Context: an optimization exercise on an open-source flow, tuned for small area, a short achievable clock period and few clock cycles. The choices shown serve that exercise and are no tape-out recipe.
Function was checked by simulation only, so behaviour that the tests miss may differ from the original.
Power figures rest on the tool's default switching activity, not on a simulated workload.

**flow/config.mk**
```make
export PLATFORM = sky130hd
export DESIGN_NAME = intel_hex_record_encoder
export DESIGN_NICKNAME = intel_hex_record_encoder
export VERILOG_FILES = /design/flow/design.v
export SDC_FILE = /design/flow/constraint.sdc
export NUM_CORES = 4
export LEC_CHECK = 0
export CAP_MARGIN = 20
export CORE_MARGIN = 2
export CORE_UTILIZATION = 40
export CTS_CLUSTER_DIAMETER = 100
export CTS_CLUSTER_SIZE = 30
export SETUP_SLACK_MARGIN = 2.4
export SLEW_MARGIN = 20
```
**flow/constraint.sdc**
```tcl
create_clock -name core_clock -period 4.5 [get_ports {clock}]
set_input_delay 0.9000 -clock core_clock [delete_from_list [all_inputs] [get_ports {clock}]]
set_output_delay 0.9000 -clock core_clock [all_outputs]
set_load 0.01 [all_outputs]
```
**flow/design.v**
```verilog
`timescale 1ns / 1ps
`default_nettype none
package ihx_enc_pkg;
   localparam logic [1:0] ClsHex = 2'd0;    
   localparam logic [1:0] ClsChk = 2'd1;    
   localparam logic [1:0] ClsLit = 2'd2;    
   localparam logic [3:0] LitColon   = 4'd0;
   localparam logic [3:0] LitNewline = 4'd1;
   localparam logic [3:0] LitF       = 4'd2;
endpackage
`default_nettype wire
`timescale 1ns / 1ps
`default_nettype none
module ihx_cmd_fifo (
   input  wire        clock,
   input  wire        wr_en,
   input  wire [3:0]  wr_idx,
   input  wire [7:0]  wr_byte,
   input  wire [3:0]  rd_idx,
   output logic [7:0] rd_byte
);
   logic [7:0] mem_ff [0:15];
   assign rd_byte = mem_ff[rd_idx];
   always_ff @(posedge clock) begin
      if (wr_en) begin
         mem_ff[wr_idx] <= wr_byte;
      end
   end
endmodule
`default_nettype wire
`timescale 1ns / 1ps
`default_nettype none
module ihx_front (
   input  wire        clock,
   input  wire        reset,
   input  wire        req_push,
   output logic       req_full,
   input  wire [8:0]  req_data,
   input  wire        csr_we,
   input  wire [1:0]  csr_wdata,
   output logic       wr_en,
   output logic [3:0] wr_idx,
   output logic [7:0] wr_byte,
   input  wire        rd_ev,
   input  wire        job_take,
   output logic       job_v,
   output logic       job_has,
   output logic       job_end,
   output logic [4:0] job_cnt
);
   logic [1:0] mode_ff;
   logic       par_ff;
   logic [3:0] pos_ff;
   logic [4:0] cnt_ff;
   logic [3:0] wptr_ff;
   logic [4:0] free_ff, free_in, free_up, free_dn;
   logic       full_ff;
   logic       job_v_in, free0_in;
   logic       accept, eod, keep, blkend;
   logic [1:0] mode_in;
   logic       par_in, keep_ff;
   assign req_full = full_ff;
   assign accept   = req_push && !full_ff;
   assign eod      = req_data[0];
   assign keep     = keep_ff && !eod;
   assign blkend   = eod || (pos_ff == 4'd15);
   assign mode_in = csr_we ? csr_wdata : mode_ff;
   assign par_in  = accept ? (!eod && !par_ff) : par_ff;
   assign wr_en   = accept && keep;
   assign wr_idx  = wptr_ff;
   assign wr_byte = req_data[8:1];
   assign free_up  = free_ff + 5'd1;
   assign free_dn  = free_ff - 5'd1;
   assign free_in  = (wr_en == rd_ev) ? free_ff : (wr_en ? free_dn : free_up);
   assign job_v_in = (job_v && !job_take) || (accept && blkend);
   assign free0_in = !rd_ev && (free_ff == 5'd0 || (free_ff == 5'd1 && wr_en));
   always_ff @(posedge clock) begin
      if (reset) begin
         mode_ff <= 2'd0;
         par_ff  <= 1'b0;
         keep_ff <= 1'b1;
         pos_ff  <= 4'd0;
         cnt_ff  <= 5'd0;
         wptr_ff <= 4'd0;
         free_ff <= 5'd16;
         full_ff <= 1'b0;
         job_v   <= 1'b0;
      end else begin
         mode_ff <= mode_in;
         par_ff  <= par_in;
         keep_ff <= (mode_in == 2'd1) ? !par_in : (mode_in == 2'd2) ? par_in : 1'b1;
         if (accept) begin
            if (keep) begin
               wptr_ff <= wptr_ff + 4'd1;
            end
            if (blkend) begin
               pos_ff <= 4'd0;
               cnt_ff <= 5'd0;
            end else begin
               pos_ff <= pos_ff + 4'd1;
               cnt_ff <= cnt_ff + {4'd0, keep};
            end
         end
         free_ff <= free_in;
         full_ff <= job_v_in || free0_in;
         job_v   <= job_v_in;
      end
   end
   always_ff @(posedge clock) begin
      if (accept && blkend) begin
         job_has <= !eod || (pos_ff != 4'd0);
         job_end <= eod;
         job_cnt <= cnt_ff + {4'd0, keep};
      end
   end
endmodule
`default_nettype wire
`timescale 1ns / 1ps
`default_nettype none
import ihx_enc_pkg::*;
module ihx_back (
   input  wire        clock,
   input  wire        reset,
   input  wire        job_v,
   input  wire        job_has,
   input  wire        job_end,
   input  wire [4:0]  job_cnt,
   output logic       job_take,
   output logic [3:0] rd_idx,
   input  wire [7:0]  rd_byte,
   output logic       rd_ev,
   output logic       rsp_empty,
   input  wire        rsp_pop,
   output logic [8:0] rsp_data
);
   logic        ph_idle, ph_hdr, ph_dat, ph_trl, ph_eof;
   logic        idle_in, hdr_in, dat_in, trl_in, eof_in;
   logic [3:0]  k_ff, k_in;
   logic [4:0]  rem_ff, rem_in, rem_dec;
   logic        rend_ff, rend_in;
   logic        rda_ff, rda_in;       
   logic [15:0] addr_ff, addr_inc;
   logic [7:0]  byte_ff;
   logic [3:0]  rptr_ff;
   logic        s_emit, s_hi, s_last, take, rd, addr_clr;
   logic [1:0]  s_cls;
   logic [3:0]  s_nib;
   logic        g_v, g_hi, g_last;
   logic [1:0]  g_cls;
   logic [3:0]  g_nib;
   logic [7:0]  acc_ff;
   logic [4:0]  acc_lo_sum;
   logic [3:0]  acc_hi_sum, acc_hi_inc;
   logic        o_empty, o_last;
   logic [7:0]  o_ch;
   logic        adv;
   logic [3:0]  n;
   logic [7:0]  ch;
   assign adv       = o_empty || rsp_pop;
   assign rsp_empty = o_empty;
   assign rsp_data  = {o_ch, o_last};
   assign rd_idx    = rptr_ff;
   assign rd        = rda_ff;
   assign take      = ph_idle && job_v;
   assign job_take  = adv && take;
   assign rd_ev     = adv && rd;
   assign rem_dec   = rem_ff - 5'd1;
   assign addr_inc  = addr_ff + 16'd1;
   always_comb begin
      idle_in  = ph_idle;
      hdr_in   = ph_hdr;
      dat_in   = ph_dat;
      trl_in   = ph_trl;
      eof_in   = ph_eof;
      k_in     = k_ff + 4'd1;
      rem_in   = rd ? rem_dec : rem_ff;
      rend_in  = rend_ff;
      rda_in   = 1'b0;
      s_emit   = 1'b0;
      s_cls    = ClsHex;
      s_nib    = 4'd0;
      s_hi     = 1'b0;
      s_last   = 1'b0;
      addr_clr = 1'b0;
      if (ph_idle) begin
         k_in = 4'd1;
         if (job_v) begin
            s_emit  = 1'b1;
            s_cls   = ClsLit;
            s_nib   = LitColon;
            rem_in  = job_cnt;
            rend_in = job_end;
            idle_in = 1'b0;
            hdr_in  = job_has;
            eof_in  = !job_has;
         end
      end
      if (ph_hdr) begin
         s_emit = 1'b1;
         s_hi   = k_ff[0];
         case (k_ff[2:0])
            3'd1:    s_nib = {3'd0, rem_ff[4]};
            3'd2:    s_nib = rem_ff[3:0];
            3'd3:    s_nib = addr_ff[15:12];
            3'd4:    s_nib = addr_ff[11:8];
            3'd5:    s_nib = addr_ff[7:4];
            3'd6:    s_nib = addr_ff[3:0];
            default: s_nib = 4'd0;
         endcase
         rda_in = (k_ff[2:0] == 3'd7) && (rem_ff != 5'd0);
         if (k_ff[3]) begin
            k_in   = 4'd0;
            hdr_in = 1'b0;
            dat_in = rd;
            trl_in = !rd;
         end
      end
      if (ph_dat) begin
         s_emit = 1'b1;
         s_hi   = !k_ff[0];
         s_nib  = k_ff[0] ? byte_ff[3:0] : byte_ff[7:4];
         k_in   = {3'd0, !k_ff[0]};
         rda_in = !k_ff[0] && (rem_ff != 5'd0);
         if (k_ff[0] && !rd) begin
            dat_in = 1'b0;
            trl_in = 1'b1;
         end
      end
      if (ph_trl) begin
         s_emit = 1'b1;
         if (k_ff[1]) begin
            s_cls  = ClsLit;
            s_nib  = LitNewline;
            s_last = !rend_ff;
            k_in   = 4'd0;
            trl_in = 1'b0;
            eof_in = rend_ff;
            idle_in = !rend_ff;
         end else begin
            s_cls = ClsChk;
            s_hi  = !k_ff[0];
         end
      end
      if (ph_eof) begin
         s_emit = 1'b1;
         case (k_ff)
            4'd0:  begin s_cls = ClsLit; s_nib = LitColon; end
            4'd8:  s_nib = 4'd1;
            4'd9:  begin s_cls = ClsLit; s_nib = LitF; end
            4'd10: begin s_cls = ClsLit; s_nib = LitF; end
            4'd11: begin
               s_cls    = ClsLit;
               s_nib    = LitNewline;
               s_last   = 1'b1;
               addr_clr = 1'b1;
               eof_in   = 1'b0;
               idle_in  = 1'b1;
            end
            default: s_nib = 4'd0;
         endcase
      end
   end
   always_comb begin
      n = g_nib;
      if (g_cls == ClsChk) begin
         n = g_hi ? ~acc_ff[7:4] : ~acc_ff[3:0];
      end
      if (g_cls == ClsLit) begin
         case (g_nib)
            LitColon:   ch = 8'h3a;
            LitNewline: ch = 8'h0a;
            default:    ch = 8'h46;
         endcase
      end else if (n < 4'd10) begin
         ch = {4'h3, n};
      end else begin
         ch = 8'h57 + {4'd0, n};
      end
   end
   assign acc_lo_sum = {1'b0, acc_ff[3:0]} + {1'b0, g_nib};
   assign acc_hi_sum = acc_ff[7:4] + g_nib;
   assign acc_hi_inc = acc_ff[7:4] + 4'd1;
   always_ff @(posedge clock) begin
      if (reset) begin
         ph_idle <= 1'b1;
         ph_hdr  <= 1'b0;
         ph_dat  <= 1'b0;
         ph_trl  <= 1'b0;
         ph_eof  <= 1'b0;
         rda_ff  <= 1'b0;
         rptr_ff <= 4'd0;
         addr_ff <= 16'd0;
         g_v     <= 1'b0;
         o_empty <= 1'b1;
      end else if (adv) begin
         ph_idle <= idle_in;
         ph_hdr  <= hdr_in;
         ph_dat  <= dat_in;
         ph_trl  <= trl_in;
         ph_eof  <= eof_in;
         rda_ff  <= rda_in;
         if (rd) begin
            rptr_ff <= rptr_ff + 4'd1;
         end
         if (rd) begin
            addr_ff <= addr_inc;
         end else if (addr_clr) begin
            addr_ff <= 16'd0;
         end
         g_v     <= s_emit;
         o_empty <= !g_v;
      end
   end
   always_ff @(posedge clock) begin
      if (adv) begin
         k_ff    <= k_in;
         rem_ff  <= rem_in;
         rend_ff <= rend_in;
         if (rd) begin
            byte_ff <= rd_byte;
         end
         g_cls   <= s_cls;
         g_nib   <= s_nib;
         g_hi    <= s_hi;
         g_last  <= s_last;
         o_ch    <= ch;
         o_last  <= g_last;
         if (g_v) begin
            if (g_cls == ClsLit && g_nib == LitColon) begin
               acc_ff <= 8'hff;
            end else if (g_cls == ClsHex) begin
               if (g_hi) begin
                  acc_ff[7:4] <= acc_hi_sum;
               end else begin
                  acc_ff[3:0] <= acc_lo_sum[3:0];
                  if (acc_lo_sum[4]) begin
                     acc_ff[7:4] <= acc_hi_inc;
                  end
               end
            end
         end
      end
   end
endmodule
`default_nettype wire
`timescale 1ns / 1ps
`default_nettype none
module intel_hex_record_encoder #(
   parameter int RECORD_BYTES = 16,
   parameter int CMD_DEPTH    = 2
) (
   input  wire                   clock,
   input  wire                   reset,
   input  wire                   req_push,
   output logic                  req_full,
   input  wire  [8:0]            req_data,
   output logic                  rsp_empty,
   input  wire                   rsp_pop,
   output logic [8:0]            rsp_data,
   input  wire                   csr_we,
   input  wire [1:0]             csr_wdata
);
   logic       wr_en, rd_ev, job_take, job_v, job_has, job_end;
   logic [3:0] wr_idx, rd_idx;
   logic [7:0] wr_byte, rd_byte;
   logic [4:0] job_cnt;
   ihx_front u_front (
      .clock     (clock),
      .reset     (reset),
      .req_push  (req_push),
      .req_full  (req_full),
      .req_data  (req_data),
      .csr_we    (csr_we),
      .csr_wdata (csr_wdata),
      .wr_en     (wr_en),
      .wr_idx    (wr_idx),
      .wr_byte   (wr_byte),
      .rd_ev     (rd_ev),
      .job_take  (job_take),
      .job_v     (job_v),
      .job_has   (job_has),
      .job_end   (job_end),
      .job_cnt   (job_cnt)
   );
   ihx_cmd_fifo u_buf (
      .clock   (clock),
      .wr_en   (wr_en),
      .wr_idx  (wr_idx),
      .wr_byte (wr_byte),
      .rd_idx  (rd_idx),
      .rd_byte (rd_byte)
   );
   ihx_back u_back (
      .clock     (clock),
      .reset     (reset),
      .job_v     (job_v),
      .job_has   (job_has),
      .job_end   (job_end),
      .job_cnt   (job_cnt),
      .job_take  (job_take),
      .rd_idx    (rd_idx),
      .rd_byte   (rd_byte),
      .rd_ev     (rd_ev),
      .rsp_empty (rsp_empty),
      .rsp_pop   (rsp_pop),
      .rsp_data  (rsp_data)
   );
endmodule
`default_nettype wire
```
**flow/run.sh**
```bash
#!/bin/bash
# synth_recipe.tcl (not shown) runs the flow's synth.tcl, then flattens the netlist and writes it again
# the make line also repeats each setting of config.mk as NAME=value (left out here)
make -C /OpenROAD-flow-scripts/flow DESIGN_CONFIG=/design/flow/config.mk WORK_HOME=/design/flow/orfs CLKGATE_MAP_FILE= SYNTH_SCRIPT=/design/flow/synth_recipe.tcl finish
```
==> impl_metrics.json, run 1 <==
{
  "outcome": "finished clean",
  "die_area_um2": 26800,
  "synth_ff_type": "edfxtp_1",
  "finalClockSkew_ps": 22.4,
  "async_flop_share": 0,
  "syn_nets": 778,
  "finalCoreUtilization": 0.462,
  "grt_max_degree": 49,
  "p_per_area_nw_per_um2": 341,
  "critical_path.top_delay_family": "flip-flops",
  "cts_buffers": 11,
  "drc": 0,
  "num_io_pins": 27,
  "final-setup-viol-count": 0,
  "root_buffer": "clkbuf_16",
  "drt-initial-drc-count": 564,
  "finalPower_mw": 3.95,
  "grtUsageTotal": 0.167,
  "antenna_found_initial": 0,
  "first_pass_iters": 5,
  "grt_pass1_vias": 6262,
  "dp_hpwl_um": 14700,
  "place_inst": 1058,
  "fin_crit_sh": 0.453,
  "fmax_mhz": 490,
  "path_class": "flop to output pin",
  "ys_warn_count": 3,
  "fin_crit_ps": 2040,
  "leakage_nw": 3.85,
  "grt_pass1_wl_um": 34700,
  "finalNonFillerCells": 1105,
  "hold-worst-slack_ps": 431,
  "die_height_um": 164,
  "gp_congestion": 0.846,
  "clkLatencyLatePin_ps": 480,
  "drive_gt1_frac": 0.204,
  "syn_to_final_growth_pct": 13.7,
  "critPathCaptureType": "output pin",
  "port_buffers": 25,
  "nets": 819,
  "avgSynthCellArea_um2": 14.0,
  "ant_nets": 0,
  "slew_violations": 0,
  "vias_per_cell": 5.58,
  "ys_types": 65,
  "cts_sinks": 229,
  "vias": 6167,
  "netlist_instances": 730,
  "cpPeakStageDelay_ps": 390,
  "tightestPinTransition_ps": 856,
  "synth_edf_count": 177,
  "core_um2": 25100,
  "tritoncts": "built",
  "final-hold-violation-count": 0,
  "fin_setup_tns_ps": 0,
  "holdCritPathClass": "flop to flop",
  "synth-seq-cells": 229,
  "drv_cap": 0,
  "critPathArrivalTime_ps": 1140,
  "clk_path_buf_depth": 3,
  "grt_overflow": 0,
  "n_antenna_cell": 0,
  "slowest_stage": "dfxtp_4",
  "required_ps": 3600,
  "htreeDepth": 1,
  "drt-total-wl_um": 21700,
  "max-vdd-ir-drop_v": 0.000247,
  "synthesis.area_um2": 10200,
  "critPathBufInv": 1,
  "crit_fanout": 3,
  "start_util": 0.406,
  "ys_seq_area_frac": 0.623,
  "crit_chain": "dlygate4sd2_1",
  "slew_headroom": 0.429,
  "path_clk_slew_ps": 110,
  "num_rows": 58,
  "die_w_um": 164,
  "start_kind": "flop",
  "rsz0062_at_grt": "false",
  "avgRoutedWirePerCell_um": 19.7
}
## worst register-to-register path, cell delays in order (launching register included)
cell and delay (ps):
edfxtp_1 400, ha_2 210, inv_2 40, fa_2 330, nor2b_2 130, o21ai_1 80, a211o_1 300, a21oi_4 240
## logic make-up after synthesis
family / count (synthesis) / synth area share
AO/OA/AOI/OAI: 127 / 0.0806
XOR/XNOR: 20 / 0.0172
adder cells (fa/ha/maj): 32 / 0.0407
buffers and inverters: 64 / 0.0287
flip-flops: 229 / 0.623
multiplexers: 60 / 0.109
other: 1 / 0.000368
AND/OR/NAND/NOR: 197 / 0.0996
## through the flow
stage	cell area (um2)	worst slack, ps
floorplan	10300	2240
global placement	10800	1220
detailed placement	10800	1110
CTS	11500	2380
global route	11600	2400
finish	11600	2460
## cell type report
class | instances | area [um2]
flip-flops and latches | 229 | 6370
multi-input cells | 437 | 3810
well taps | 330 | 413
repair buffers | 65 | 588
inverters | 27 | 108
fillers | 2229 | 13500
clock buffers | 15 | 290
clock inverters | 2 | 16.3
## sequential cells by signal (all words and copies together), names as in the netlist, 2 cells and up
name / cells
u_back.g_nib: 4
u_back.k_ff: 4
u_front.mode_ff: 2
u_back.rem_ff: 5
u_front.job_cnt: 5
u_front.free_ff: 5
u_back.o_ch: 7
u_front.cnt_ff: 5
u_front.pos_ff: 4
u_back.byte_ff: 8
u_buf.mem_ff: 128
u_back.addr_ff: 16
u_back.g_cls: 2
u_back.acc_ff: 8
u_front.wptr_ff: 4
u_back.rptr_ff: 4
## per-layer routing
| metal | vias up | wire [um] | track usage | share of wire |
|---|---|---|---|---|
| met5 | - | 0 | 0 | 0 |
| met4 | 0 | 431 | 0.0407 | 0.020 |
| met3 | 27 | 699 | 0.0185 | 0.032 |
| met2 | 116 | 11000 | 0.292 | 0.51 |
| met1 | 3164 | 9620 | 0.223 | 0.44 |
| li1 | 2860 | - | - | - |
## layout by cell type, fill, tap and decap left out, drive strengths merged, types with 5 or more instances in the layout
cell type / instances
mux2i: 12
mux4: 40
buf: 41
nor3: 15
nand2: 38
nor2: 53
and3: 11
or3: 7
dfxtp: 52
clkbuf: 17
nand2b: 10
a211oi: 8
o21ai: 24
ha: 30
nor4: 7
dlygate4sd2: 10
nand3: 20
a22oi: 11
nor2b: 9
edfxtp: 177
inv: 25
xnor2: 10
a31oi: 6
mux2: 8
a311oi: 5
xor2: 10
a21oi: 41
clkdlybuf4s50: 11
nand4: 5
## synth_stat cells, types with 6 or more instances
cell type	count	area [um2]
mux2_2	8	90.1
and3_1	11	68.8
xor2_1	10	87.6
a211oi_1	8	60.1
o21ai_0	23	115
clkbuf_1	18	67.6
a22oi_1	11	82.6
mux2i_1	11	110
nand2b_1	10	62.6
or3_1	6	37.5
nand2_1	38	143
edfxtp_1	177	5320
nand3_1	19	95.1
nor2b_1	9	56.3
a21oi_1	41	205
xnor2_1	10	87.6
inv_1	25	93.8
ha_1	30	375
a31oi_1	6	37.5
nor4_1	7	43.8
nor2_1	53	199
mux4_2	40	901
nor3_1	15	75.1
buf_2	6	30.0
dfxtp_1	52	1040
## worst paths after layout
check / startpoint / end / slack [ps] / depth (start not counted)
max: u_back.o_empty$_SDFFE_PP1N_ / rsp_empty / 2460 / 1
min: u_back.g_last$_DFFE_PN_ / u_back.o_last$_DFFE_PN_ / 430 / 0
max reg2reg: u_back.g_nib[0]$_DFFE_PN_ / u_back.acc_ff[7]$_SDFFCE_PP1P_ / 2470 / 7
min reg2reg: u_back.g_last$_DFFE_PN_ / u_back.o_last$_DFFE_PN_ / 430 / 0
## timing repair
| action | 4_1_cts | 5_1_grt |
|---|---|---|
| endpoints found under the setup margin | 237 | 109 |
| pin swaps | 10 | 7 |
| hold buffers | 0 | 0 |
| gates resized for setup | 61 | 11 |
| gates cloned | 0 | 0 |
| setup buffers | 22 | 8 |
## report_power, final
group          internal (mW)  switching [mW]
clock                  0.465           0.632
sequential              2.36          0.0712
combinational          0.190           0.229
total                   3.02           0.932
Testbench counts, summed over its fixed seeds: cycles 22,533.
==> run 2, diff against run 1 <==
--- a/flow/design.v
+++ b/flow/design.v
@@ -42,6 +42,7 @@
    output logic [3:0] wr_idx,
    output logic [7:0] wr_byte,
    input  wire        rd_ev,
+   input  wire [3:0]  rd_ptr,
    input  wire        job_take,
    output logic       job_v,
    output logic       job_has,
@@ -52,10 +53,10 @@
    logic       par_ff;
    logic [3:0] pos_ff;
    logic [4:0] cnt_ff;
-   logic [3:0] wptr_ff;
-   logic [4:0] free_ff, free_in, free_up, free_dn;
+   logic [3:0] wptr_ff, wptr_inc;
+   logic       full16_ff, full16_in, one_free;
    logic       full_ff;
-   logic       job_v_in, free0_in;
+   logic       job_v_in;
    logic       accept, eod, keep, blkend;
    logic [1:0] mode_in;
    logic       par_in, keep_ff;
@@ -69,48 +70,47 @@
    assign wr_en   = accept && keep;
    assign wr_idx  = wptr_ff;
    assign wr_byte = req_data[8:1];
-   assign free_up  = free_ff + 5'd1;
-   assign free_dn  = free_ff - 5'd1;
-   assign free_in  = (wr_en == rd_ev) ? free_ff : (wr_en ? free_dn : free_up);
+   assign job_cnt  = cnt_ff;
+   assign job_has  = !job_end || (pos_ff != 4'd0);
    assign job_v_in = (job_v && !job_take) || (accept && blkend);
-   assign free0_in = !rd_ev && (free_ff == 5'd0 || (free_ff == 5'd1 && wr_en));
+   assign wptr_inc  = wptr_ff + 4'd1;
+   assign one_free  = (wptr_inc == rd_ptr);
+   assign full16_in = !rd_ev && (full16_ff || (one_free && wr_en));
    always_ff @(posedge clock) begin
       if (reset) begin
-         mode_ff <= 2'd0;
-         par_ff  <= 1'b0;
-         keep_ff <= 1'b1;
-         pos_ff  <= 4'd0;
-         cnt_ff  <= 5'd0;
-         wptr_ff <= 4'd0;
-         free_ff <= 5'd16;
-         full_ff <= 1'b0;
-         job_v   <= 1'b0;
+         mode_ff   <= 2'd0;
+         par_ff    <= 1'b0;
+         keep_ff   <= 1'b1;
+         pos_ff    <= 4'd0;
+         cnt_ff    <= 5'd0;
+         wptr_ff   <= 4'd0;
+         full16_ff <= 1'b0;
+         full_ff   <= 1'b0;
+         job_v     <= 1'b0;
       end else begin
-         mode_ff <= mode_in;
-         par_ff  <= par_in;
-         keep_ff <= (mode_in == 2'd1) ? !par_in : (mode_in == 2'd2) ? par_in : 1'b1;
-         if (accept) begin
-            if (keep) begin
-               wptr_ff <= wptr_ff + 4'd1;
-            end
-            if (blkend) begin
-               pos_ff <= 4'd0;
-               cnt_ff <= 5'd0;
-            end else begin
+         mode_ff   <= mode_in;
+         par_ff    <= par_in;
+         keep_ff   <= (mode_in == 2'd1) ? !par_in : (mode_in == 2'd2) ? par_in : 1'b1;
+         if (job_take) begin
+            pos_ff <= 4'd0;
+            cnt_ff <= 5'd0;
+         end else if (accept) begin
+            cnt_ff <= cnt_ff + {4'd0, keep};
+            if (!blkend) begin
                pos_ff <= pos_ff + 4'd1;
-               cnt_ff <= cnt_ff + {4'd0, keep};
             end
          end
-         free_ff <= free_in;
-         full_ff <= job_v_in || free0_in;
-         job_v   <= job_v_in;
+         if (wr_en) begin
+            wptr_ff <= wptr_inc;
+         end
+         full16_ff <= full16_in;
+         full_ff   <= job_v_in || full16_in;
+         job_v     <= job_v_in;
       end
    end
    always_ff @(posedge clock) begin
       if (accept && blkend) begin
-         job_has <= !eod || (pos_ff != 4'd0);
          job_end <= eod;
-         job_cnt <= cnt_ff + {4'd0, keep};
       end
    end
 endmodule
@@ -271,10 +271,16 @@
             LitNewline: ch = 8'h0a;
             default:    ch = 8'h46;
          endcase
-      end else if (n < 4'd10) begin
-         ch = {4'h3, n};
       end else begin
-         ch = 8'h57 + {4'd0, n};
+         case (n)
+            4'ha:    ch = 8'h61;
+            4'hb:    ch = 8'h62;
+            4'hc:    ch = 8'h63;
+            4'hd:    ch = 8'h64;
+            4'he:    ch = 8'h65;
+            4'hf:    ch = 8'h66;
+            default: ch = {4'h3, n};
+         endcase
       end
    end
    assign acc_lo_sum = {1'b0, acc_ff[3:0]} + {1'b0, g_nib};
@@ -376,6 +382,7 @@
       .wr_idx    (wr_idx),
       .wr_byte   (wr_byte),
       .rd_ev     (rd_ev),
+      .rd_ptr    (rd_idx),
       .job_take  (job_take),
       .job_v     (job_v),
       .job_has   (job_has),
--- a/flow/config.mk
+++ b/flow/config.mk
@@ -7,8 +7,8 @@
 export LEC_CHECK = 0
 export CAP_MARGIN = 20
 export CORE_MARGIN = 2
-export CORE_UTILIZATION = 40
+export CORE_UTILIZATION = 55
 export CTS_CLUSTER_DIAMETER = 100
 export CTS_CLUSTER_SIZE = 30
-export SETUP_SLACK_MARGIN = 2.4
+export SETUP_SLACK_MARGIN = 2.5
 export SLEW_MARGIN = 20
==> run 2 against run 1 <==
  * Still clean on timing, DRC and antenna
  * Die area is 30% lower
  * Synthesized cell count is 5.1% lower
  * Critical path depth is 6 higher
  * Power is 2.4% lower
  * Sequential cell count is 10 lower
  * Utilization is 18 points higher
  * Sequential power is 3% lower
  * Register-to-register slack better by 50 ps
  * Fmax is 2.8% higher
  * Combinational power is 4% higher
  * Clock skew is 7.5 ps higher
  * Critical path type is now flop to flop
  * Critical endpoint is now u_back.acc_ff[6]$_SDFFCE_PP1P_
==> impl_metrics.json, run 2 <==
{
  "grt_overflow": 0,
  "ys_types": 63,
  "synth_edf_count": 171,
  "synth.top_cell.area_share": 0.526,
  "slew_violations": 0,
  "cts_buffers": 11,
  "drt-initial-drc-count": 432,
  "netlist_instances": 693,
  "die_height_um": 137,
  "fin_crit_sh": 0.441,
  "final-hold-violation-count": 0,
  "fin_crit_ps": 1980,
  "gp_congestion": 0.845,
  "fin_setup_tns_ps": 0,
  "max-vdd-ir-drop_v": 0.000368,
  "port_buffers": 25,
  "avgRoutedWirePerCell_um": 21.0,
  "reg_top3": "u_buf.mem_ff x128, u_back.addr_ff x16",
  "syn_nets": 736,
  "ant_nets": 0,
  "finalClockSkew_ps": 29.9,
  "grt_pass1_vias": 5525,
  "start_kind": "flop",
  "grtUsageTotal": 0.220,
  "num_io_pins": 27,
  "fmax_mhz": 504,
  "slew_headroom": 0.516,
  "synth_common_cells": "edfxtp_1, nor2_1, dfxtp_1",
  "critPathArrivalTime_ps": 2160,
  "hold-worst-slack_ps": 432,
  "dp_hpwl_um": 13400,
  "required_ps": 4680,
  "tritoncts": "built",
  "cts_sinks": 219,
  "path_class": "flop to flop",
  "path_clk_slew_ps": 110,
  "start_util": 0.563,
  "synthesis.area_um2": 9770,
  "drive_gt1_frac": 0.209,
  "vias_per_cell": 6.00,
  "drv_cap": 0,
  "regMostFlops": "u_buf.mem_ff",
  "htreeDepth": 1,
  "synth_ff_type": "edfxtp_1",
  "first_pass_iters": 6,
  "synthTopCellsByArea": "edfxtp_1, dfxtp_1, mux4_2",
  "root_buffer": "clkbuf_16",
  "crit_fanout": 4,
  "cts_hold_buffers": 0,
  "n_antenna_cell": 0,
  "leakage_nw": 3.67,
  "final-setup-viol-count": 0,
  "p_per_area_nw_per_um2": 346,
  "finalPower_mw": 3.85,
  "synth_area_leader_cell": "edfxtp_1",
  "synthMostInstantiatedCell": "edfxtp_1",
  "ys_warn_count": 3,
  "vias": 5781,
  "drt-total-wl_um": 20200,
  "mostFrequentLayoutCells": "edfxtp_1, nor2_1, dfxtp_1",
  "mostFrequentLayoutCell": "edfxtp_1",
  "outcome": "finished clean",
  "holdCritPathClass": "flop to flop",
  "grt_pass1_wl_um": 31500,
  "clkLatencyLatePin_ps": 470,
  "rsz0062_at_grt": "true",
  "syn_to_final_growth_pct": 13.8,
  "critPathCaptureType": "flop",
  "ys_seq_area_frac": 0.624,
  "grt_max_degree": 32,
  "drc": 0,
  "num_rows": 48,
  "nets": 779,
  "antenna_found_initial": 0,
  "avgSynthCellArea_um2": 14.1,
  "die_w_um": 137,
  "tightestPinTransition_ps": 724,
  "die_area_um2": 18800,
  "async_flop_share": 0,
  "clk_path_buf_depth": 3,
  "synth-seq-cells": 219,
  "largest_register_ffs": 128,
  "core_um2": 17400
}
## run 2: repair_timing
| item | in CTS | in global routing |
|---|---|---|
| pin swaps | 15 | 4 |
| endpoints found under the hold margin | 0 | 0 |
| endpoints found under the setup margin | 229 | 88 |
| gates resized for setup | 84 | 22 |
| setup buffers | 32 | 1 |
| gates cloned | 4 | 0 |
## run 2: area by class of cell
class                           instances  area (um2)
Clock buffer                           13         283
Inverter                               23         103
Multi-Input combinational cell        414        3670
Timing Repair inverter                  3        21.3
Tap cell                              225         282
Timing Repair Buffer                   64         629
Fill cell                            1257        6240
Clock inverter                          2        22.5
Sequential cell                       219        6110
## run 2: logic make-up after synthesis
group                      synth area share
AOI/OAI and AO/OA                    0.0720
xor gates and xnor gates             0.0242
adders and majority gates            0.0361
buffers and inverters                0.0281
DFF                                   0.624
muxes                                 0.120
other                              0.000384
and+or+nand+nor                      0.0948
## run 2: path summary, 6_finish.rpt
check                                                from                              to  slack (ps)  cells after the start
worst max-delay path            u_back.g_nib[0]$_DFFE_PN_  u_back.acc_ff[6]$_SDFFCE_PP1P_        2520                      7
worst min register to register    u_back.g_last$_DFFE_PN_         u_back.o_last$_DFFE_PN_         430                      0
worst min-delay path              u_back.g_last$_DFFE_PN_         u_back.o_last$_DFFE_PN_         430                      0
worst max register to register  u_back.g_nib[0]$_DFFE_PN_  u_back.acc_ff[6]$_SDFFCE_PP1P_        2520                      7
## run 2: power by group
| part | total (mW) | switching [mW] | internal (mW) |
|---|---|---|---|
| Clock | 1.07 | 0.607 | 0.464 |
| Combinational | 0.434 | 0.237 | 0.197 |
| Sequential | 2.35 | 0.0733 | 2.27 |
| Total | 3.85 | 0.917 | 2.93 |
## run 2: routing by layer
layer | vias to the layer above | global-route usage | share of wire
li1 | 2717 | - | -
met1 | 2881 | 0.305 | 0.44
met2 | 158 | 0.385 | 0.51
met4 | 0 | 0.0372 | 0.018
met3 | 25 | 0.0228 | 0.039
met5 | - | 0 | 0
## run 2: metrics by stage
step | worst slack, ps | instances | area (um2) | util
after floorplan | 2330 | 693 | 9880 | -
after global placement | 1410 | 911 | 10300 | 0.591
after detailed placement | 1420 | 911 | 10300 | 0.591
after CTS | 2490 | 962 | 11100 | 0.640
after global routing | 2420 | 963 | 11100 | 0.641
final | 2520 | 963 | 11100 | 0.641
## run 2: critical path: stages, from the launching register on
cell	delay [ps]
edfxtp_1	390
ha_2	200
inv_2	40
fa_2	340
nor2b_2	130
o21ai_1	90
a211o_1	290
a21oi_4	200
Testbench counts of run 2, summed over its fixed seeds: cycles 22,533.
==> run 3, diff against run 2 <==
--- a/flow/design.v
+++ b/flow/design.v
@@ -52,7 +52,6 @@
    logic [1:0] mode_ff;
    logic       par_ff;
    logic [3:0] pos_ff;
-   logic [4:0] cnt_ff;
    logic [3:0] wptr_ff, wptr_inc;
    logic       full16_ff, full16_in, one_free;
    logic       full_ff;
@@ -70,7 +69,7 @@
    assign wr_en   = accept && keep;
    assign wr_idx  = wptr_ff;
    assign wr_byte = req_data[8:1];
-   assign job_cnt  = cnt_ff;
+   assign job_cnt  = {full16_ff, wptr_ff - rd_ptr};
    assign job_has  = !job_end || (pos_ff != 4'd0);
    assign job_v_in = (job_v && !job_take) || (accept && blkend);
    assign wptr_inc  = wptr_ff + 4'd1;
@@ -82,7 +81,6 @@
          par_ff    <= 1'b0;
          keep_ff   <= 1'b1;
          pos_ff    <= 4'd0;
-         cnt_ff    <= 5'd0;
          wptr_ff   <= 4'd0;
          full16_ff <= 1'b0;
          full_ff   <= 1'b0;
@@ -93,12 +91,8 @@
          keep_ff   <= (mode_in == 2'd1) ? !par_in : (mode_in == 2'd2) ? par_in : 1'b1;
          if (job_take) begin
             pos_ff <= 4'd0;
-            cnt_ff <= 5'd0;
-         end else if (accept) begin
-            cnt_ff <= cnt_ff + {4'd0, keep};
-            if (!blkend) begin
-               pos_ff <= pos_ff + 4'd1;
-            end
+         end else if (accept && !blkend) begin
+            pos_ff <= pos_ff + 4'd1;
          end
          if (wr_en) begin
             wptr_ff <= wptr_inc;
@@ -135,7 +129,9 @@
 );
    logic        ph_idle, ph_hdr, ph_dat, ph_trl, ph_eof;
    logic        idle_in, hdr_in, dat_in, trl_in, eof_in;
-   logic [3:0]  k_ff, k_in;
+   logic [5:0]  k_ff, k_in, k_step;
+   logic [11:0] kj;
+   logic        odd_ff, odd_in;
    logic [4:0]  rem_ff, rem_in, rem_dec;
    logic        rend_ff, rend_in;
    logic        rda_ff, rda_in;       
@@ -150,12 +146,15 @@
    logic [3:0]  g_nib;
    logic [7:0]  acc_ff;
    logic [4:0]  acc_lo_sum;
-   logic [3:0]  acc_hi_sum, acc_hi_inc;
+   logic [3:0]  acc_hi_sum, acc_hi_inc, acc_hi_lo, acc_gen, acc_prop;
+   logic        acc_cy;
    logic        o_empty, o_last;
    logic [7:0]  o_ch;
    logic        adv;
    logic [3:0]  n;
    logic [7:0]  ch;
+   localparam logic [5:0] KJ0 = 6'b000000;
+   localparam logic [5:0] KJ1 = 6'b100000;
    assign adv       = o_empty || rsp_pop;
    assign rsp_empty = o_empty;
    assign rsp_data  = {o_ch, o_last};
@@ -166,24 +165,39 @@
    assign rd_ev     = adv && rd;
    assign rem_dec   = rem_ff - 5'd1;
    assign addr_inc  = addr_ff + 16'd1;
+   assign k_step = {!k_ff[0], k_ff[5:1]};
+   assign kj[0]  = !k_ff[5] && !k_ff[0];
+   assign kj[1]  = k_ff[5] && !k_ff[4];
+   assign kj[2]  = k_ff[4] && !k_ff[3];
+   assign kj[3]  = k_ff[3] && !k_ff[2];
+   assign kj[4]  = k_ff[2] && !k_ff[1];
+   assign kj[5]  = k_ff[1] && !k_ff[0];
+   assign kj[6]  = k_ff[0] && k_ff[5];
+   assign kj[7]  = !k_ff[5] && k_ff[4];
+   assign kj[8]  = !k_ff[4] && k_ff[3];
+   assign kj[9]  = !k_ff[3] && k_ff[2];
+   assign kj[10] = !k_ff[2] && k_ff[1];
+   assign kj[11] = !k_ff[1] && k_ff[0];
    always_comb begin
       idle_in  = ph_idle;
       hdr_in   = ph_hdr;
       dat_in   = ph_dat;
       trl_in   = ph_trl;
       eof_in   = ph_eof;
-      k_in     = k_ff + 4'd1;
+      k_in     = k_step;
+      odd_in   = !odd_ff;
       rem_in   = rd ? rem_dec : rem_ff;
       rend_in  = rend_ff;
       rda_in   = 1'b0;
       s_emit   = 1'b0;
       s_cls    = ClsHex;
       s_nib    = 4'd0;
-      s_hi     = 1'b0;
+      s_hi     = odd_ff;
       s_last   = 1'b0;
       addr_clr = 1'b0;
       if (ph_idle) begin
-         k_in = 4'd1;
+         k_in   = KJ1;
+         odd_in = 1'b1;
          if (job_v) begin
             s_emit  = 1'b1;
             s_cls   = ClsLit;
@@ -197,19 +211,15 @@
       end
       if (ph_hdr) begin
          s_emit = 1'b1;
-         s_hi   = k_ff[0];
-         case (k_ff[2:0])
-            3'd1:    s_nib = {3'd0, rem_ff[4]};
-            3'd2:    s_nib = rem_ff[3:0];
-            3'd3:    s_nib = addr_ff[15:12];
-            3'd4:    s_nib = addr_ff[11:8];
-            3'd5:    s_nib = addr_ff[7:4];
-            3'd6:    s_nib = addr_ff[3:0];
-            default: s_nib = 4'd0;
-         endcase
-         rda_in = (k_ff[2:0] == 3'd7) && (rem_ff != 5'd0);
-         if (k_ff[3]) begin
-            k_in   = 4'd0;
+         s_nib  = ({4{kj[1]}} & {3'd0, rem_ff[4]})
+                | ({4{kj[2]}} & rem_ff[3:0])
+                | ({4{kj[3]}} & addr_ff[15:12])
+                | ({4{kj[4]}} & addr_ff[11:8])
+                | ({4{kj[5]}} & addr_ff[7:4])
+                | ({4{kj[6]}} & addr_ff[3:0]);
+         rda_in = kj[7] && (rem_ff != 5'd0);
+         if (kj[8]) begin
+            k_in   = KJ0;
             hdr_in = 1'b0;
             dat_in = rd;
             trl_in = !rd;
@@ -217,47 +227,49 @@
       end
       if (ph_dat) begin
          s_emit = 1'b1;
-         s_hi   = !k_ff[0];
-         s_nib  = k_ff[0] ? byte_ff[3:0] : byte_ff[7:4];
-         k_in   = {3'd0, !k_ff[0]};
-         rda_in = !k_ff[0] && (rem_ff != 5'd0);
-         if (k_ff[0] && !rd) begin
+         s_nib  = odd_ff ? byte_ff[7:4] : byte_ff[3:0];
+         k_in   = KJ0;
+         rda_in = odd_ff && (rem_ff != 5'd0);
+         if (!odd_ff && !rd) begin
             dat_in = 1'b0;
             trl_in = 1'b1;
          end
       end
       if (ph_trl) begin
          s_emit = 1'b1;
-         if (k_ff[1]) begin
-            s_cls  = ClsLit;
-            s_nib  = LitNewline;
-            s_last = !rend_ff;
-            k_in   = 4'd0;
-            trl_in = 1'b0;
-            eof_in = rend_ff;
+         if (kj[2]) begin
+            s_cls   = ClsLit;
+            s_nib   = LitNewline;
+            s_last  = !rend_ff;
+            k_in    = KJ0;
+            trl_in  = 1'b0;
+            eof_in  = rend_ff;
             idle_in = !rend_ff;
          end else begin
             s_cls = ClsChk;
-            s_hi  = !k_ff[0];
          end
       end
       if (ph_eof) begin
          s_emit = 1'b1;
-         case (k_ff)
-            4'd0:  begin s_cls = ClsLit; s_nib = LitColon; end
-            4'd8:  s_nib = 4'd1;
-            4'd9:  begin s_cls = ClsLit; s_nib = LitF; end
-            4'd10: begin s_cls = ClsLit; s_nib = LitF; end
-            4'd11: begin
-               s_cls    = ClsLit;
-               s_nib    = LitNewline;
-               s_last   = 1'b1;
-               addr_clr = 1'b1;
-               eof_in   = 1'b0;
-               idle_in  = 1'b1;
-            end
-            default: s_nib = 4'd0;
-         endcase
+         if (kj[0]) begin
+            s_cls = ClsLit;
+            s_nib = LitColon;
+         end
+         if (kj[8]) begin
+            s_nib = 4'd1;
+         end
+         if (kj[9] || kj[10]) begin
+            s_cls = ClsLit;
+            s_nib = LitF;
+         end
+         if (kj[11]) begin
+            s_cls    = ClsLit;
+            s_nib    = LitNewline;
+            s_last   = 1'b1;
+            addr_clr = 1'b1;
+            eof_in   = 1'b0;
+            idle_in  = 1'b1;
+         end
       end
    end
    always_comb begin
@@ -286,6 +298,12 @@
    assign acc_lo_sum = {1'b0, acc_ff[3:0]} + {1'b0, g_nib};
    assign acc_hi_sum = acc_ff[7:4] + g_nib;
    assign acc_hi_inc = acc_ff[7:4] + 4'd1;
+   assign acc_gen    = acc_ff[3:0] & g_nib;
+   assign acc_prop   = acc_ff[3:0] | g_nib;
+   assign acc_cy     = acc_gen[3] | (acc_prop[3] & acc_gen[2])
+                       | (acc_prop[3] & acc_prop[2] & acc_gen[1])
+                       | (acc_prop[3] & acc_prop[2] & acc_prop[1] & acc_gen[0]);
+   assign acc_hi_lo  = acc_cy ? acc_hi_inc : acc_ff[7:4];
    always_ff @(posedge clock) begin
       if (reset) begin
          ph_idle <= 1'b1;
@@ -320,6 +338,7 @@
    always_ff @(posedge clock) begin
       if (adv) begin
          k_ff    <= k_in;
+         odd_ff  <= odd_in;
          rem_ff  <= rem_in;
          rend_ff <= rend_in;
          if (rd) begin
@@ -339,9 +358,7 @@
                   acc_ff[7:4] <= acc_hi_sum;
                end else begin
                   acc_ff[3:0] <= acc_lo_sum[3:0];
-                  if (acc_lo_sum[4]) begin
-                     acc_ff[7:4] <= acc_hi_inc;
-                  end
+                  acc_ff[7:4] <= acc_hi_lo;
                end
             end
          end
--- a/flow/config.mk
+++ b/flow/config.mk
@@ -7,7 +7,7 @@
 export LEC_CHECK = 0
 export CAP_MARGIN = 20
 export CORE_MARGIN = 2
-export CORE_UTILIZATION = 55
+export CORE_UTILIZATION = 70
 export CTS_CLUSTER_DIAMETER = 100
 export CTS_CLUSTER_SIZE = 30
 export SETUP_SLACK_MARGIN = 2.5
==> run 3 against run 2 <==
  * Still clean
  * First-iteration DRC count increased by 47%
  * Cell area decreased by 1.5%
  * Synthesized cell count increased by 2.5%
  * Largest cell class unchanged
==> impl_metrics.json, run 3 <==
{
  "die_area_um2": 15000,
  "largest_register_ffs": 128,
  "tritoncts": "built",
  "drt-initial-drc-count": 633,
  "drc": 0,
  "r2r_slack_ps": 2520,
  "grt_pass1_vias": 5875,
  "hold_depth": 0,
  "crit_fanout": 8,
  "r2r.worst_path.cells": 4,
  "ys_types": 68,
  "mostFrequentLayoutCell": "edfxtp_1",
  "holdCritPathClass": "flop to flop",
  "final-setup-viol-count": 0,
  "drt-total-wl_um": 20800,
  "whs_endpoint": "u_back.o_last$_DFFE_PN_",
  "fin_crit_ps": 1980,
  "outcome": "finished clean",
  "synth-seq-cells": 217,
  "cts_sinks": 217,
  "place_ws_ps": 1410,
  "critPathCaptureType": "flop",
  "tightestPinTransition_ps": 724,
  "place_inst": 881,
  "critPathArrivalTime_ps": 2180,
  "ant_nets": 0,
  "regMostFlops": "u_buf.mem_ff",
  "grtUsageTotal": 0.288,
  "slew_violations": 0,
  "grt_overflow": 0,
  "mostFrequentLayoutCells": "edfxtp_1, nand2_1, mux4_2",
  "syn_to_final_growth_pct": 11.7,
  "hold-worst-slack_ps": 451,
  "synth_ff_type": "edfxtp_1",
  "vias_per_cell": 6.56,
  "clkLatencyLatePin_ps": 470,
  "port_buffers": 25,
  "path_class": "primary input to flop",
  "fin_setup_tns_ps": 0,
  "syn_nets": 752,
  "htreeDepth": 1,
  "fill_cells": 775,
  "async_flop_share": 0,
  "required_ps": 4690,
  "finalCoreUtilization": 0.795,
  "fmax_mhz": 504,
  "grt_pass1_wl_um": 32300,
  "drive_gt1_frac": 0.201,
  "start_util": 0.712,
  "avgRoutedWirePerCell_um": 22.5,
  "worstReg2RegEnd": "u_back.acc_ff[0]$_SDFFCE_PP1P_",
  "cts_buffers": 11,
  "gp_congestion": 0.877,
  "cts_hold_buffers": 0,
  "reg2reg_from": "u_back.g_nib[3]$_DFFE_PN_",
  "synthesis.area_um2": 9800,
  "first_pass_iters": 5,
  "place_area_um2": 10200,
  "synth.top_cell.area_share": 0.533,
  "path_clk_slew_ps": 120,
  "antenna_found_initial": 0,
  "die_height_um": 122,
  "finalClockSkew_ps": 32.1,
  "synth_area_leader_cell": "edfxtp_1",
  "start_kind": "primary input",
  "p_per_area_nw_per_um2": 332,
  "finalNonFillerCells": 923,
  "synthMostInstantiatedCell": "edfxtp_1",
  "layout_setup_ws_ps": 2520,
  "grt_max_degree": 39,
  "rsz0062_at_grt": "false",
  "die_w_um": 122,
  "n_antenna_cell": 0,
  "avgSynthCellArea_um2": 13.8,
  "clk_path_buf_depth": 3,
  "num_io_pins": 27,
  "slew_headroom": 0.516,
  "dp_hpwl_um": 13600,
  "drv_cap": 0,
  "finalPower_mw": 3.64,
  "ys_warn_count": 3,
  "synth_common_cells": "edfxtp_1, nand2_1, dfxtp_1",
  "final-hold-violation-count": 0,
  "leakage_nw": 3.73,
  "synth_edf_count": 174,
  "vias": 6059,
  "max-vdd-ir-drop_v": 0.000477,
  "root_buffer": "clkbuf_16",
  "reg_top3": "u_buf.mem_ff x128, u_back.addr_ff x16",
  "hold_start": "u_back.g_last$_DFFE_PN_",
  "ys_seq_area_frac": 0.621,
  "core_um2": 13800,
  "nets": 781,
  "netlist_instances": 710,
  "postLayoutCellArea_um2": 10900,
  "synthTopCellsByArea": "edfxtp_1, mux4_2, dfxtp_1",
  "num_rows": 43,
  "fin_crit_sh": 0.441
}
run 3: report_power, final:
part,internal (mW),switching (mW)
sequential,2.23,0.0496
combinational,0.125,0.163
clock,0.474,0.601
run 3: routing by layer:
layer / up-vias / GRT usage / wire length, um / part of all wire
met1: 3020 / 0.386 / 8060 / 0.39
met5: - / 0 / 0 / 0
met4: 0 / 0.0862 / 595 / 0.029
li1: 2746 / - / - / -
met2: 259 / 0.503 / 10800 / 0.52
met3: 34 / 0.0349 / 1310 / 0.063
run 3: cell families after synthesis:
logic type / synth area share
xor gates and xnor gates: 0.0197
adders and majority gates: 0.0355
buffers and inverters: 0.0281
DFF: 0.621
other: 0.000383
muxes: 0.112
and+or+nand+nor: 0.110
AOI/OAI and AO/OA: 0.0734
run 3: timing repair:
action,4_1_cts,5_1_grt
endpoints found under the setup margin,196,72
hold endpoints to repair,0,0
pin swaps,4,6
gates resized for setup,69,26
setup buffers,14,9
cloned,1,1
run 3: worst max-delay path by stage:
stage                         startpoint                         endpoint  cells after the start
2_1_floorplan                req_data[0]    u_buf.mem_ff[11][0]$_DFFE_PP_                      3
3_3_place_gp                     rsp_pop  u_back.addr_ff[14]$_SDFFE_PP0P_                      6
3_5_place_dp                     rsp_pop  u_back.addr_ff[14]$_SDFFE_PP0P_                      6
4_1_cts          u_back.o_last$_DFFE_PN_                      rsp_data[0]                      1
5_1_grt        u_back.g_nib[3]$_DFFE_PN_   u_back.acc_ff[0]$_SDFFCE_PP1P_                      4
6_report                     req_data[0]    u_buf.mem_ff[11][1]$_DFFE_PP_                      6
run 3: final cells by class:
type	instances	area, um2	share of cell area
inverter	32	146	0.0134
tap	180	225	0.0206
sequential	217	6100	0.557
timing repair buffer	52	492	0.0449
clock inverter	1	30.0	0.00274
multi-input combinational	424	3660	0.334
clock buffer	16	294	0.0269
timing repair inverter	1	6.26	0.000571
run 3: worst max-delay path: stages:
cell and delay (ps):
clkdlybuf4s15_2 240, nor4bb_4 320, buf_4 200, nand2_8 90
nor3b_4 260, buf_12 160
Testbench counts of run 3, summed over its fixed seeds: cycles 22,533.
==> run 4, diff against run 3 <==
--- a/flow/config.mk
+++ b/flow/config.mk
@@ -5,6 +5,7 @@
 export SDC_FILE = /design/flow/constraint.sdc
 export NUM_CORES = 4
 export LEC_CHECK = 0
+export ABC_AREA = 1
 export CAP_MARGIN = 20
 export CORE_MARGIN = 2
 export CORE_UTILIZATION = 70
==> run 4 against run 3 <==
  * Clock power hardly changed
  * Routed wire length is 11% higher
  * Critical path depth did not move
  * First-iteration DRC count is 51% higher
  * Fmax increased by 2.2%
  * Highest routed layer unchanged
  * Synthesized area is 1.7% higher
  * Combinational power is 64% higher
  * Largest cell class unchanged
  * Power grew 6.4%
  * Non-clock buffer count fell by 11
==> impl_metrics.json, run 4 <==
{
  "synth_common_cells": "edfxtp_1, nor2_1, nand2_1",
  "leakage_nw": 3.96,
  "avgRoutedWirePerCell_um": 20.0,
  "synthXorXnorAreaFrac": 0.00878,
  "num_rows": 43,
  "register_area_um2": 6090,
  "netlist_instances": 952,
  "reg_top3": "u_buf.mem_ff x128, u_back.addr_ff x16",
  "antenna_found_initial": 0,
  "synth_ff_type": "edfxtp_1",
  "tritoncts": "built",
  "first_pass_iters": 6,
  "drc": 0,
  "die_w_um": 123,
  "die_area_um2": 15200,
  "synth_compound_area_frac": 0.133,
  "ys_warn_count": 3,
  "root_buffer": "clkbuf_16",
  "finalCoreUtilization": 0.793,
  "grt_pass1_wl_um": 36900,
  "grt_max_degree": 70,
  "drt-total-wl_um": 23100,
  "clkLatencyLatePin_ps": 480,
  "vias": 7311,
  "synth_mux_area_frac": 0.00100,
  "clkPwrFrac": 0.277,
  "fin_setup_tns_ps": 0,
  "nets": 1015,
  "path_class": "primary input to flop",
  "drv_cap": 0,
  "synthTopCellsByArea": "edfxtp_1, dfxtp_1, nor2_1",
  "syn_to_final_growth_pct": 10.3,
  "slew_violations": 0,
  "htreeDepth": 1,
  "gp_congestion": 0.946,
  "critPathBufInv": 3,
  "start_util": 0.718,
  "port_buffers": 25,
  "cpPeakStageDelay_ps": 440,
  "avgSynthCellArea_um2": 10.5,
  "sequentialPowerShare": 0.601,
  "fill_cells": 868,
  "grtUsageTotal": 0.317,
  "critical_path.top_delay_family": "buffers and inverters",
  "crit_fanout": 8,
  "synthMostInstantiatedCell": "edfxtp_1",
  "required_ps": 4630,
  "holdCritPathClass": "flop to flop",
  "ys_seq_area_frac": 0.610,
  "switching_share": 0.254,
  "synth_fa_ha_area_frac": 0.0349,
  "synth_edf_count": 174,
  "drive_gt1_frac": 0.124,
  "p_sw_mw": 0.983,
  "synthSimpleGateAreaFrac": 0.159,
  "syn_nets": 994,
  "critPathArrivalTime_ps": 2070,
  "drt-initial-drc-count": 957,
  "synth_top_family_by_area": "simple AND/OR/NAND/NOR gates",
  "outcome": "finished clean",
  "final-hold-violation-count": 0,
  "async_flop_share": 0,
  "crit_chain": "clkdlybuf4s50_1 -> inv_1 -> nand3_4 -> inv_8 -> nand2_4 -> nor2_4",
  "core_um2": 13900,
  "ant_nets": 0,
  "start_kind": "primary input",
  "synth.top_cell.area_share": 0.524,
  "mostFrequentLayoutCells": "edfxtp_1, nand2_1, nor2_1",
  "cts_buffers": 11,
  "multi_input_area_um2": 3580,
  "place_inst": 1124,
  "fin_crit_sh": 0.431,
  "num_io_pins": 27,
  "p_per_area_nw_per_um2": 352,
  "largest_register_ffs": 128,
  "slew_headroom": 0.477,
  "clk_path_buf_depth": 3,
  "max-vdd-ir-drop_v": 0.000379,
  "combPwrFrac": 0.122,
  "fmax_mhz": 515,
  "grt_overflow": 0,
  "finalClockSkew_ps": 38.1,
  "rsz0062_at_grt": "false",
  "die_height_um": 123,
  "cts_sinks": 217,
  "dp_hpwl_um": 14900,
  "critPathCaptureType": "flop",
  "mostFrequentLayoutCell": "edfxtp_1",
  "ys_types": 52,
  "finalNonFillerCells": 1154,
  "synthesis.area_um2": 9970,
  "fin_crit_ps": 1940,
  "final-setup-viol-count": 0,
  "vias_per_cell": 6.34,
  "slowest_stage": "clkdlybuf4s50_1",
  "grt_pass1_vias": 7268,
  "p_int_mw": 2.89,
  "path_clk_slew_ps": 110,
  "regMostFlops": "u_buf.mem_ff",
  "synth_area_leader_cell": "edfxtp_1",
  "tightestPinTransition_ps": 783,
  "synth-seq-cells": 217,
  "n_antenna_cell": 0
}
run 4: cell types whose count changed after synthesis, sizes merged, moves of 11 or more:
cell	before	now
o221ai	0	24
mux4	41	0
nor2b	15	0
inv	31	89
nand2	60	126
o21ai	23	112
nand3	11	50
and2	12	1
nor2	37	147
mux2i	13	1
run 4: final timing paths:
kind              slack (ps)  depth (start not counted)                           start                       endpoint
setup / recovery        2560                          6                     req_data[0]  u_buf.mem_ff[10][4]$_DFFE_PP_
hold / removal           450                          0         u_back.g_last$_DFFE_PN_        u_back.o_last$_DFFE_PN_
setup reg to reg        2610                         10  u_back.rptr_ff[1]$_SDFFE_PP0P_     u_back.rem_ff[3]$_DFFE_PN_
hold reg to reg          450                          0         u_back.g_last$_DFFE_PN_        u_back.o_last$_DFFE_PN_
run 4: power groups by stage:
stage                     logic [mW]  clock network [mW]  registers (mW)
after floorplan                0.296                   0            2.36
after global placement         0.428                   0            2.36
after detailed placement       0.452                   0            2.37
after CTS                      0.469                1.07            2.32
after global routing           0.526                1.15            2.34
final                          0.473                1.07            2.33
run 4: repair_timing:
item                                    4_1_cts  5_1_grt
buffers inserted                             11        2
gates cloned                                  3        0
hold buffers                                  0        0
resized for setup                            46       29
endpoints found under the setup margin      209       37
pin swaps                                     8        3
run 4: layout make-up:
type                    count  area share
flip-flops and latches    217       0.554
multi-input cells         610       0.326
repair buffers             41      0.0369
inverters                  90      0.0336
clock buffers              13      0.0257
well taps                 180      0.0205
clock inverters             1     0.00273
repair inverters            2     0.00136
run 4: cell families after synthesis:
group,after synthesis
buffers and inverters,126
XOR/XNOR,10
AO/OA/AOI/OAI,222
adder cells (fa/ha/maj),26
flip-flops,217
multiplexers,1
other,1
AND/OR/NAND/NOR,349
run 4: per-layer routing:
layer | track usage | wire length (um)
met5 | 0 | 0
met4 | 0.139 | 779
met2 | 0.527 | 11300
met1 | 0.420 | 9230
met3 | 0.0424 | 1810
run 4: per-stage QoR:
stage | setup slack, ps | hold WS [ps] | cell area (um2) | power, mW
final | 2560 | 449 | 11000 | 3.87
after global routing | 2490 | 468 | 11000 | 4.01
after CTS | 2450 | 446 | 11000 | 3.87
after detailed placement | 1510 | 419 | 10400 | 2.82
after global placement | 1590 | 406 | 10400 | 2.79
after floorplan | 2510 | 400 | 10100 | 2.65
==> run 5, diff against run 4 <==
--- a/flow/config.mk
+++ b/flow/config.mk
@@ -8,7 +8,7 @@
 export ABC_AREA = 1
 export CAP_MARGIN = 20
 export CORE_MARGIN = 2
-export CORE_UTILIZATION = 70
+export CORE_UTILIZATION = 60
 export CTS_CLUSTER_DIAMETER = 100
 export CTS_CLUSTER_SIZE = 30
 export SETUP_SLACK_MARGIN = 2.5
==> run 5 against run 4 <==
  * Utilization is 12 points lower
  * Still clean
  * Sequential share of layout area is 0.25 points lower
  * Largest cell class unchanged
  * First-iteration DRC count is 32% lower
==> impl_metrics.json, run 5 <==
{
  "fin_setup_tns_ps": 0,
  "reg_top3": "u_buf.mem_ff x128, u_back.addr_ff x16",
  "synth_common_cells": "edfxtp_1, nor2_1, nand2_1",
  "core_um2": 16400,
  "ys_seq_area_frac": 0.610,
  "ant_nets": 0,
  "p_per_area_nw_per_um2": 353,
  "fin_crit_ps": 1960,
  "antenna_found_initial": 0,
  "crit_fanout": 2,
  "grt_pass1_wl_um": 35800,
  "final-setup-viol-count": 0,
  "finalClockSkew_ps": 24.7,
  "combPwrFrac": 0.119,
  "clkLatencyLatePin_ps": 470,
  "slew_headroom": 0.464,
  "critPathArrivalTime_ps": 1060,
  "die_height_um": 133,
  "grt_pass1_vias": 6747,
  "clkPwrFrac": 0.285,
  "avgSynthCellArea_um2": 10.5,
  "port_buffers": 25,
  "start_util": 0.608,
  "critPathCaptureType": "output pin",
  "dp_hpwl_um": 14900,
  "largest_register_ffs": 128,
  "syn_nets": 994,
  "mostFrequentLayoutCells": "edfxtp_1, nand2_1, nor2_1",
  "path_clk_slew_ps": 110,
  "outcome": "finished clean",
  "max-vdd-ir-drop_v": 0.000379,
  "tightestPinTransition_ps": 802,
  "drv_cap": 0,
  "switching_share": 0.252,
  "regMostFlops": "u_buf.mem_ff",
  "avgRoutedWirePerCell_um": 18.8,
  "ys_warn_count": 3,
  "first_pass_iters": 5,
  "cts_sinks": 217,
  "tritoncts": "built",
  "netlist_instances": 952,
  "sequentialPowerShare": 0.596,
  "leakage_nw": 3.95,
  "drc": 0,
  "synthMostInstantiatedCell": "edfxtp_1",
  "critical_path.top_delay_family": "flip-flops",
  "drive_gt1_frac": 0.127,
  "synth.top_cell.area_share": 0.524,
  "die_w_um": 133,
  "slowest_stage": "dfxtp_4",
  "slew_violations": 0,
  "synthTopCellsByArea": "edfxtp_1, dfxtp_1, nor2_1",
  "p_sw_mw": 0.984,
  "holdCritPathClass": "flop to flop",
  "root_buffer": "clkbuf_16",
  "rsz0062_at_grt": "false",
  "cts_hold_buffers": 0,
  "synth-seq-cells": 217,
  "mostFrequentLayoutCell": "edfxtp_1",
  "num_rows": 47,
  "grt_max_degree": 70,
  "synth_ff_type": "edfxtp_1",
  "vias_per_cell": 5.94,
  "grt_overflow": 0,
  "vias": 7122,
  "path_class": "flop to output pin",
  "synth_area_leader_cell": "edfxtp_1",
  "final-hold-violation-count": 0,
  "required_ps": 3600,
  "clk_path_buf_depth": 3,
  "synthesis.area_um2": 9970,
  "fin_crit_sh": 0.436,
  "htreeDepth": 1,
  "p_int_mw": 2.92,
  "drt-total-wl_um": 22500,
  "cpPeakStageDelay_ps": 370,
  "n_antenna_cell": 0,
  "fmax_mhz": 510,
  "nets": 1017,
  "finalCoreUtilization": 0.674,
  "drt-initial-drc-count": 649,
  "die_area_um2": 17700,
  "gp_congestion": 0.914,
  "syn_to_final_growth_pct": 10.9,
  "ys_types": 52,
  "critPathBufInv": 1,
  "crit_chain": "clkdlybuf4s15_2",
  "cts_buffers": 11,
  "synth_edf_count": 174,
  "async_flop_share": 0,
  "grtUsageTotal": 0.258,
  "place_area_um2": 10500,
  "start_kind": "flop",
  "num_io_pins": 27,
  "postLayoutCellArea_um2": 11100,
  "hold-worst-slack_ps": 437
}
[run 5: cell counts after synthesis]
Identical to the previous run, type by type.
[run 5: cell type report]
type | count | area [um2]
repair buffers | 43 | 392
inverters | 90 | 368
clock buffers | 14 | 287
fillers | 1223 | 5350
flip-flops and latches | 217 | 6090
well taps | 220 | 275
clock inverters | 3 | 42.5
multi-input cells | 610 | 3580
repair inverters | 2 | 15.0
[run 5: worst paths after layout]
check        slack (ps)                       start                              to  cells past startpoint
min                 440     u_back.g_last$_DFFE_PN_         u_back.o_last$_DFFE_PN_                      0
min reg2reg         440     u_back.g_last$_DFFE_PN_         u_back.o_last$_DFFE_PN_                      0
max reg2reg        2630   u_back.g_cls[1]$_DFFE_PN_  u_back.acc_ff[5]$_SDFFCE_PP1P_                      7
max                2540  u_front.full_ff$_SDFF_PP0_                        req_full                      1
[run 5: logic make-up (layout without fill, tap and decap cells)]
family          count (synthesis)  in the layout  synth area share
mux                             1              1           0.00100
compound gates                222            222             0.133
buf+inv                       126            152            0.0519
other cells                     1              1          0.000376
flops                         217            217             0.610
simple gates                  349            350             0.159
xor+xnor                       10             10           0.00878
fa+ha+maj                      26             26            0.0349
[run 5: through the flow]
| step | cells | setup slack (ps) | total power, mW |
|---|---|---|---|
| floorplan | 952 | 2510 | 2.65 |
| global placement | 1164 | 1540 | 2.80 |
| detailed placement | 1164 | 1450 | 2.82 |
| CTS | 1194 | 2450 | 3.91 |
| global route | 1199 | 2490 | 4.05 |
| finish | 1199 | 2540 | 3.91 |
[run 5: routing by layer]
metal	up-vias	part of all wire	routed length, um	GRT usage
met5	-	0	0	0
met3	45	0.055	1240	0.0272
li1	3391	-	-	-
met1	3409	0.42	9570	0.359
met2	277	0.49	11100	0.440
met4	0	0.026	590	0.0657
[run 5: timing repair]
item | 4_1_cts | 5_1_grt
pin swaps | 5 | 6
buffers inserted | 10 | 5
cloned | 3 | 0
resized for setup | 42 | 26
endpoints found under the setup margin | 181 | 163
[run 5: power groups by stage]
| stage | Sequential (mW) | Combinational (mW) | Clock, mW |
|---|---|---|---|
| final | 2.33 | 0.466 | 1.11 |
| after global routing | 2.34 | 0.520 | 1.19 |
| after CTS | 2.33 | 0.458 | 1.12 |
| after detailed placement | 2.37 | 0.449 | 0 |
| after global placement | 2.37 | 0.438 | 0 |
| after floorplan | 2.36 | 0.296 | 0 |

## afterwards: timing with drivers on the ports
In the flow no input, the clock included, has a driving cell. The finished layouts below were timed again as built, in two steps.
Step 1 sets driving cells, clkbuf_16 on the clock port and buf_2 on the other inputs (assumed; they add their load-dependent delay and slew).
Step 2, shift: input delay + t, output delay - t, t = (earliest + latest rising clock arrival at the registers) / 2. This alone moves slack from input paths to output paths.
Slacks: no drivers / after step 1 / after step 2; pairs: no drivers / after step 1.
run	t (ns)	setup WS [ns]	worst slew at a driven data input, ns	pins driven straight from the clock port
run 1	0.514	2.460 / 2.416 / 2.009	0.04	1
run 2	0.504	2.516 / 2.504 / 2.056	0.03	1
run 3	0.500	2.515 / 2.502 / 2.038	0.04	1
run 4	0.504	2.558 / 2.556 / 2.065	0.04	1
run 5	0.502	2.538 / 2.494 / 2.058	0.03	1
After both steps every run listed still meets setup and hold. For run 4, which loses most, drivers alone change the setup slack by -0.002 ns; drivers and shift together by -0.493 ns.
